What follows belongs to an exercise in optimizing a design on an open flow for a short achievable clock period and few clock cycles; a production flow would make more cautious choices.
Function was checked by simulation only, so behaviour that the tests miss may differ from the original.
Power and IR drop assume default switching activity.

==> flow/design.v <==
`default_nettype none
package memif_pkg;
  typedef logic [31:0] u32_t;        
  typedef logic [63:0] u64_t;        
  typedef logic [39:0] axi_addr_t;   
  localparam u32_t       REG_BLOCK = 32'hffff0180;
  localparam u32_t       REG_MASK  = 32'hffffffe0;   
  localparam logic [2:0] REG_CTRL  = 3'd0;           
  localparam logic [2:0] REG_BASE  = 3'd1;           
  localparam int         CLR_BIT   = 24;             
  localparam int         BEAT_BYTES = 8;
  localparam int         BURST_LEN  = 4;             
  localparam int         LINE_BYTES = 32;
  localparam logic [7:0] ARLEN_VAL  = 8'(BURST_LEN - 1);
  typedef enum logic [1:0] {
    bs_idle,    
    bs_addr,    
    bs_data     
  } burst_state_t;
  typedef enum logic [1:0] {
    cs_idle,    
    cs_lookup,  
    cs_fill     
  } cache_state_t;
endpackage
`default_nettype wire
`timescale 1ns/1ps
`default_nettype none
import memif_pkg::*;
module memif_regs (
  input  wire        cclk,
  input  wire        reset,
  input  wire [31:0] adr,    
  input  wire [3:0]  we,     
  input  wire        re,
  input  wire [31:0] dw,
  output logic [31:0] dr,
  output logic       rdy,
  output logic [31:0] base,   
  output logic       clr     
);
  logic       cs;     
  logic [2:0] sel;    
  assign cs  = (adr & REG_MASK) == REG_BLOCK;
  assign sel = adr[4:2];
  assign clr = cs && (sel == REG_CTRL) && we[3] && dw[CLR_BIT];
  always_ff @(posedge cclk) begin
    if (reset) begin
      base <= '0;
    end else if (cs && (sel == REG_BASE)) begin
      for (int i = 0; i < 4; i++) begin
        if (we[i]) base[8*i +: 8] <= dw[8*i +: 8];   
      end
    end
  end
  always_ff @(posedge cclk) begin
    if (reset) begin
      rdy <= 1'b0;
    end else begin
      rdy <= re | (|we);   
    end
  end
  always_ff @(posedge cclk) begin
    if (re && cs && (sel == REG_BASE)) begin
      dr <= base;
    end else begin
      dr <= '0;          
    end
  end
endmodule
`default_nettype wire
`timescale 1ns/1ps
`default_nettype none
import memif_pkg::*;
module rd_cache #(
  parameter int NK = 8               
) (
  input  wire        cclk,
  input  wire        reset,
  input  wire [31:0] c_adr,          
  input  wire        c_re,
  output logic       c_rdy,
  output logic [31:0] c_dr,
  input  wire [31:0] base,
  input  wire        clr,            
  output logic        fill_req,         
  output logic [39:0] fill_line_adr,    
  input  wire         fill_beat_valid,  
  input  wire  [63:0] fill_beat_data,   
  input  wire         fill_beat_last
);
  localparam int BEAT_LSB = $clog2(BEAT_BYTES);   
  localparam int LINE_LSB = $clog2(LINE_BYTES);   
  localparam int BCNT_W   = $clog2(BURST_LEN);    
  localparam int IDX_W    = $clog2(NK);
  localparam int TAG_W    = 32 - LINE_LSB - IDX_W;
  memif_pkg::cache_state_t state;
  logic [31:0]       r_adr;          
  logic [BCNT_W-1:0] beat_cnt;       
  logic              clr_seen;       
  logic              fill_done;      
  logic [NK-1:0]     valid;
  logic [TAG_W-1:0]  tag_mem  [NK];
  logic [63:0]       data_mem [NK][BURST_LEN];
  logic [IDX_W-1:0]  r_idx;
  logic [TAG_W-1:0]  r_tag;
  logic [BCNT_W-1:0] r_beat;
  logic [63:0]       rd_beat;
  logic              hit;
  logic              hit_rdy;
  logic              accept;         
  logic              last_beat;
  assign r_idx  = r_adr[LINE_LSB +: IDX_W];
  assign r_tag  = r_adr[31 -: TAG_W];
  assign r_beat = r_adr[BEAT_LSB +: BCNT_W];
  assign hit     = valid[r_idx] && (tag_mem[r_idx] == r_tag);
  assign hit_rdy = (state == cs_lookup) && hit;
  assign accept  = c_re && ((state == cs_idle) || hit_rdy);
  assign last_beat = (state == cs_fill) && fill_beat_valid && fill_beat_last;
  assign rd_beat = data_mem[r_idx][r_beat];
  assign c_dr    = r_adr[BEAT_LSB-1] ? rd_beat[63:32] : rd_beat[31:0];
  assign c_rdy   = hit_rdy | fill_done;
  always_ff @(posedge cclk) begin
    if (accept) r_adr <= c_adr;
  end
  always_ff @(posedge cclk) begin
    if (reset) begin
      state     <= cs_idle;
      fill_req  <= 1'b0;
      fill_done <= 1'b0;
      clr_seen  <= 1'b0;
      beat_cnt  <= '0;
    end else begin
      fill_req  <= 1'b0;             
      fill_done <= 1'b0;
      case (state)
        cs_idle: begin
          if (c_re) state <= cs_lookup;
        end
        cs_lookup: begin
          if (!hit) begin            
            fill_req <= 1'b1;
            beat_cnt <= '0;
            clr_seen <= 1'b0;
            state    <= cs_fill;
          end else if (!c_re) begin
            state <= cs_idle;        
          end
        end
        cs_fill: begin
          if (clr) clr_seen <= 1'b1;
          if (fill_beat_valid) begin
            beat_cnt <= beat_cnt + 1'b1;
            if (fill_beat_last) begin
              fill_done <= 1'b1;     
              state     <= cs_idle;
            end
          end
        end
        default: state <= cs_idle;
      endcase
    end
  end
  always_ff @(posedge cclk) begin
    if (state == cs_lookup && !hit) begin
      fill_line_adr <= 40'(base + {r_adr[31:LINE_LSB], {LINE_LSB{1'b0}}});
    end
  end
  always_ff @(posedge cclk) begin
    if (state == cs_fill && fill_beat_valid) begin
      data_mem[r_idx][beat_cnt] <= fill_beat_data;
    end
    if (last_beat) tag_mem[r_idx] <= r_tag;
  end
  always_ff @(posedge cclk) begin
    if (reset) begin
      valid <= '0;
    end else if (clr) begin
      valid <= '0;
    end else if (last_beat && !clr_seen) begin
      valid[r_idx] <= 1'b1;
    end
  end
endmodule
`default_nettype wire
`timescale 1ns/1ps
`default_nettype none
import memif_pkg::*;
module axi_burst_reader (
  input  wire         cclk,
  input  wire         reset,
  input  wire         fill_req,         
  input  wire  [39:0] fill_line_adr,
  output logic        fill_beat_valid,
  output logic [63:0] fill_beat_data,
  output logic        fill_beat_last,
  output logic [39:0] araddr,    
  output logic [7:0]  arlen,
  output logic        arvalid,
  input  wire         arready,
  input  wire  [63:0] rdata,     
  input  wire         rlast,
  input  wire         rvalid,
  output logic        rready
);
  memif_pkg::burst_state_t state;
  logic         take;            
  assign arlen   = ARLEN_VAL;    
  assign arvalid = (state == bs_addr);
  assign rready  = (state == bs_data);
  assign take    = rready && rvalid;
  always_ff @(posedge cclk) begin
    if (reset) begin
      state <= bs_idle;
    end else begin
      case (state)
        bs_idle: begin
          if (fill_req) state <= bs_addr;
        end
        bs_addr: begin
          if (arready) state <= bs_data;    
        end
        bs_data: begin
          if (take && rlast) state <= bs_idle;
        end
        default: state <= bs_idle;
      endcase
    end
  end
  always_ff @(posedge cclk) begin
    if (state == bs_idle && fill_req) araddr <= fill_line_adr;
  end
  always_ff @(posedge cclk) begin
    if (reset) begin
      fill_beat_valid <= 1'b0;
      fill_beat_last  <= 1'b0;
    end else begin
      fill_beat_valid <= take;
      fill_beat_last  <= take && rlast;
    end
  end
  always_ff @(posedge cclk) begin
    if (take) fill_beat_data <= rdata;
  end
endmodule
`default_nettype wire
`timescale 1ns/1ps
`default_nettype none
import memif_pkg::*;
module tfacc_memif #(
  parameter int NK = 8             
) (
  input  wire         cclk,
  input  wire         reset,
  input  wire [31:0]  adr,         
  input  wire [3:0]   we,
  input  wire         re,
  input  wire [31:0]  dw,
  output logic [31:0] dr,
  output logic        rdy,
  input  wire [31:0]  c_adr,       
  input  wire         c_re,
  output logic        c_rdy,
  output logic [31:0] c_dr,
  output logic [39:0] araddr,      
  output logic [7:0]  arlen,
  output logic        arvalid,
  input  wire         arready,
  input  wire [63:0]  rdata,
  input  wire         rlast,
  input  wire         rvalid,
  output logic        rready
);
  logic [31:0] base; 
  logic clr;     
  logic        fill_req;          
  logic [39:0] fill_line_adr;
  logic        fill_beat_valid;
  logic [63:0] fill_beat_data;
  logic        fill_beat_last;
  memif_regs u_regs (
    .cclk  (cclk),
    .reset (reset),
    .adr   (adr),
    .we    (we),
    .re    (re),
    .dw    (dw),
    .dr    (dr),
    .rdy   (rdy),
    .base  (base),
    .clr   (clr)
  );
  rd_cache #(
    .NK (NK)
  ) u_cache (
    .cclk  (cclk),
    .reset (reset),
    .c_adr (c_adr),
    .c_re  (c_re),
    .c_rdy (c_rdy),
    .c_dr  (c_dr),
    .base  (base),
    .clr   (clr),
    .fill_req        (fill_req),
    .fill_line_adr   (fill_line_adr),
    .fill_beat_valid (fill_beat_valid),
    .fill_beat_data  (fill_beat_data),
    .fill_beat_last  (fill_beat_last)
  );
  axi_burst_reader u_reader (
    .cclk    (cclk),
    .reset   (reset),
    .fill_req        (fill_req),
    .fill_line_adr   (fill_line_adr),
    .fill_beat_valid (fill_beat_valid),
    .fill_beat_data  (fill_beat_data),
    .fill_beat_last  (fill_beat_last),
    .araddr  (araddr),
    .arlen   (arlen),
    .arvalid (arvalid),
    .arready (arready),
    .rdata   (rdata),
    .rlast   (rlast),
    .rvalid  (rvalid),
    .rready  (rready)
  );
endmodule
`default_nettype wire
==> flow/run.sh <==
#!/bin/bash
# synth_recipe.tcl (not shown) runs the flow's synth.tcl, then flattens the netlist and writes it again
# the make line also repeats each setting of config.mk as NAME=value (left out here)
make -C /OpenROAD-flow-scripts/flow DESIGN_CONFIG=/design/flow/config.mk WORK_HOME=/design/flow/orfs CLKGATE_MAP_FILE= SYNTH_SCRIPT=/design/flow/synth_recipe.tcl finish
==> flow/config.mk <==
export PLATFORM = sky130hd
export DESIGN_NAME = tfacc_memif
export DESIGN_NICKNAME = tfacc_memif
export VERILOG_FILES = /design/flow/design.v
export SDC_FILE = /design/flow/constraint.sdc
export NUM_CORES = 4
export LEC_CHECK = 0
export CAP_MARGIN = 20
export CORE_MARGIN = 2
export CORE_UTILIZATION = 40
export SLEW_MARGIN = 20
==> flow/constraint.sdc <==
create_clock -name core_clock -period 5.5 [get_ports {cclk}]
set_input_delay 1.1000 -clock core_clock [delete_from_list [all_inputs] [get_ports {cclk}]]
set_output_delay 1.1000 -clock core_clock [all_outputs]
set_load 0.01 [all_outputs]
==> run summary <==
==> logic make-up after synthesis <==
kind of cell               share of synthesized area, %
DFF                                                78.3
adders and majority gates                         0.525
other                                           0.00796
xor gates and xnor gates                          0.464
and+or+nand+nor                                    2.31
AOI/OAI and AO/OA                                  2.26
buffers and inverters                              1.07
muxes                                              15.1
==> power by group through the flow <==
stage | registers (uW) | logic, uW | clock network (uW)
floorplan | 21500 | 3080 | 0
global placement | 21600 | 5080 | 0
detailed placement | 21600 | 5080 | 0
CTS | 21200 | 5160 | 17700
global route | 21200 | 5440 | 18500
finish | 21200 | 5130 | 17400
==> through the flow <==
stage | setup TNS, ns | instances | hold slack (ns)
finish | 0 | 8212 | 0.402
global route | -0.00638 | 8209 | 0.410
CTS | -0.0304 | 8195 | 0.405
detailed placement | 0 | 7728 | 0.405
global placement | 0 | 7726 | 0.401
floorplan | 0 | 4357 | 0.400
==> registers in the layout (all words and copies together), names as in the netlist, named ones only <==
name,cells
u_reader.fill_beat_data,64
u_regs.dr,32
u_reader.araddr,33
u_cache.beat_cnt,2
u_cache.r_adr,30
u_cache.fill_line_adr,33
u_reader.state,2
u_cache.fill_req,1
u_reader.fill_beat_valid,1
u_cache.data_mem,2048
u_regs.base,32
u_cache.fill_done,1
u_reader.fill_beat_last,1
u_cache.clr_seen,1
u_regs.rdy,1
u_cache.valid,8
u_cache.state,2
u_cache.tag_mem,192
==> repair_timing <==
item,in CTS,in global routing
gates resized for setup,18,4
endpoints found under the setup margin,17,22
buffers inserted,0,8
endpoints found under the hold margin,0,0
cloned,3,4
==> how the worst min path moves through the flow <==
stage / from / to / slack (ns) / depth (start not counted)
final: u_cache.fill_line_adr[23]$_DFFE_PP_ / u_reader.araddr[23]$_DFFE_PP_ / 0.40 / 0
after global routing: u_cache.fill_line_adr[6]$_DFFE_PP_ / u_reader.araddr[6]$_DFFE_PP_ / 0.41 / 0
after CTS: u_cache.fill_line_adr[23]$_DFFE_PP_ / u_reader.araddr[23]$_DFFE_PP_ / 0.40 / 0
after detailed placement: u_cache.fill_line_adr[19]$_DFFE_PP_ / u_reader.araddr[19]$_DFFE_PP_ / 0.40 / 0
after global placement: u_cache.fill_line_adr[4]$_DFFE_PP_ / u_reader.araddr[4]$_DFFE_PP_ / 0.40 / 0
after floorplan: u_cache.fill_line_adr[0]$_DFFE_PP_ / u_reader.araddr[0]$_DFFE_PP_ / 0.40 / 0
==> critical path: stages, from the launching register on <==
cell and delay (ns):
edfxtp_1 0.62, buf_12 0.30, nor3_2 0.51, buf_12 0.24
buf_4 0.33, nand2_1 0.12, a31oi_1 0.46, clkdlybuf4s50_1 0.66
==> per-layer routing <==
metal / vias to the layer above / routed length, um
met5: - / 38
met4: 6 / 6320
met3: 371 / 18400
met2: 1972 / 121000
met1: 25200 / 101000
li1: 19100 / -
==> placed cells by master (no fill, tap or decap), types with 32 or more instances in the layout <==
cell type | synthesis | routed
buf_12 | 0 | 57
clkinv_1 | 0 | 39
dfxtp_1 | 87 | 84
clkinv_2 | 0 | 35
edfxtp_1 | 2400 | 2400
nor2_1 | 135 | 91
o21ai_0 | 45 | 45
a21oi_1 | 97 | 97
nand3_1 | 38 | 38
mux2i_1 | 98 | 98
nand2_1 | 219 | 219
clkdlybuf4s50_1 | 0 | 264
nor2_4 | 0 | 36
mux4_2 | 579 | 579
a221oi_1 | 35 | 32
buf_4 | 16 | 126
a22oi_1 | 66 | 66
and3_1 | 39 | 39
xnor2_1 | 35 | 35
clkbuf_1 | 126 | 73
ha_1 | 38 | 38
clkbuf_16 | 0 | 287
==> layout make-up <==
class / instances / area [sq um]
diodes: 3 / 7.51
clock buffers: 360 / 7410
clock inverters: 104 / 955
fillers: 19300 / 123000
inverters: 17 / 65.1
multi-input cells: 1623 / 19900
flip-flops and latches: 2487 / 73800
well taps: 3150 / 3940
repair buffers: 468 / 5180
==> run summary <==
outcome no timing/DRC/antenna violations; CP arrival around 4.2 ns; drt first-iter violations around 5.2k; sequential fraction of the synthesis area around four fifths; Rows around 180; CTS tree built; DP Area a little over 100000 sq um; Vias about 47k; first-pass GRT wire length between 300 and 400 mm; layer with the highest usage met2; part of the power in registers 48.4%; clk root buf clkbuf_16; dpl hpwl 133 mm; post-route cell area ~110000 sq um; Antenna Nets Post-Route 0; Syn Area/Cell between 20 and 25 sq um; CTS Hold Bufs 0; most frequent cell after synthesis edfxtp_1; Wirelength per Cell between 30 and 40 um; Worst-path clk slew 0.06 ns; crit path max fanout 34; Power Total around 44000 uW; post-layout minimum cycle time ~5.3 ns; met1 Track Usage GR 28.3%; DR pass1 iterations 5; leading area contributor after synthesis edfxtp_1; WS Path Type reg2out; Combinational Power Share 11.7%; Worst R2R Start u_cache.r_adr[6]$_DFFE_PP_; gr usage total roughly 20%; Commonest cells post-synth edfxtp_1 (2400), mux4_2 (579), nand2_1 (219); Slew @ Worst Pin between 1 and 1.5 ns; Worst Setup SP u_cache.r_adr[5]$_DFFE_PP_; CTS max path bufs 4; Crit Reg-Reg Endpoint u_cache.fill_line_adr[32]$_DFFE_PP_; Max Clk Rate between 150 and 200 MHz; final setup vio count 0; Die X approximately 490 um; largest net degree at the start of global routing between 60 and 70; worst skew pair latency 0.90 ns; NumNets Final between 5k and 6k; Leak roughly 0.036 uW; Post-synth EDFFs roughly 2.4k; # clock sinks 2487; max_slew headroom between 20% and 30%; drt drc 0; crit share post-route roughly 100%; share of layout cells above drive strength 1 24.0%; GPL Wtd Cong 0.794; final wirelength about 250 mm; Most used DFF post-synth edfxtp_1; WP data required roughly 4.4 ns; Num CTS Buffers 277; Critical Path Sink c_dr[13]; synth top area cells edfxtp_1 (76%), mux4_2 (14%), dfxtp_1 (1.8%); clock network power share between 30% and 40%; Synth warnings 3; Layout Skew 0.0763 ns; Max H-tree Level 5; post-synth top area share around three quarters; Yosys cell types 58; Area Overhead vs Synth 18.0%; Internal Power 33600 uW; sw power between 10000 and 15000 uW; Final Hold Fails 0; grt total ovfl 0; Final Max Slew Viols 0; Via density 5.69; met3 usage in global routing 3.35%; max cap viols 0; pwr dens around 390 nW/um^2; final core utilization a little under half; reg2reg path depth 11; Initial Utilization 40.2%; share of synthesized registers carrying an async set or reset 0%; Setup WS post-layout ~0.16 ns; Ports around 290; chip height 490 um; full die area about 240000 sq um; core outline area 235000 sq um; vias in the first global route around 47k; FF-to-FF setup slack between 1 and 1.5 ns; Startpoint Class flop; antenna violations before repair 12; Post-Syn Area 94300 sq um; Yosys reg bits about 2.5k; Placement Setup Slack a little under 0.6 ns; CP Capture Type output pin; hold crit path type reg2reg; Sw Ratio approximately 23%; Peak VDD IR ~0.00031 V; met2 Use GR between 30% and 40%; Gate Count Post-Synth ~4.3k; input/output buffers around 270
Testbench counts, summed over its fixed seeds: cycles 171,886.

## afterwards: timing with drivers on the ports
How much do the figures lean on ideal ports? The routed layout below was timed once more, with nothing changed but the port constraints. Step 1: set_driving_cell puts a clkbuf_16 on cclk and a buf_2 on each other input, an assumption about the parent block. Step 2 adds t to the input delays and takes it off the output delays; t is the mean of the earliest and latest rising clock arrival at the registers after step 1. Input paths then give back, and output paths get back, about the clock's delay inside the block. a / b / c = no drivers / after step 1 / after step 2; a / b = the first two.
t, ns: 0.977
setup WS [ns]: 0.160 / 0.067 / 1.044
hold slack, ns: 0.402 / 0.402 / 0.402
slew at the worst register clock pin (ns): 0.06 / 0.06
After both steps setup and hold are still met in this run. For this run, drivers alone change the setup slack by -0.093 ns; drivers and shift together by +0.884 ns.
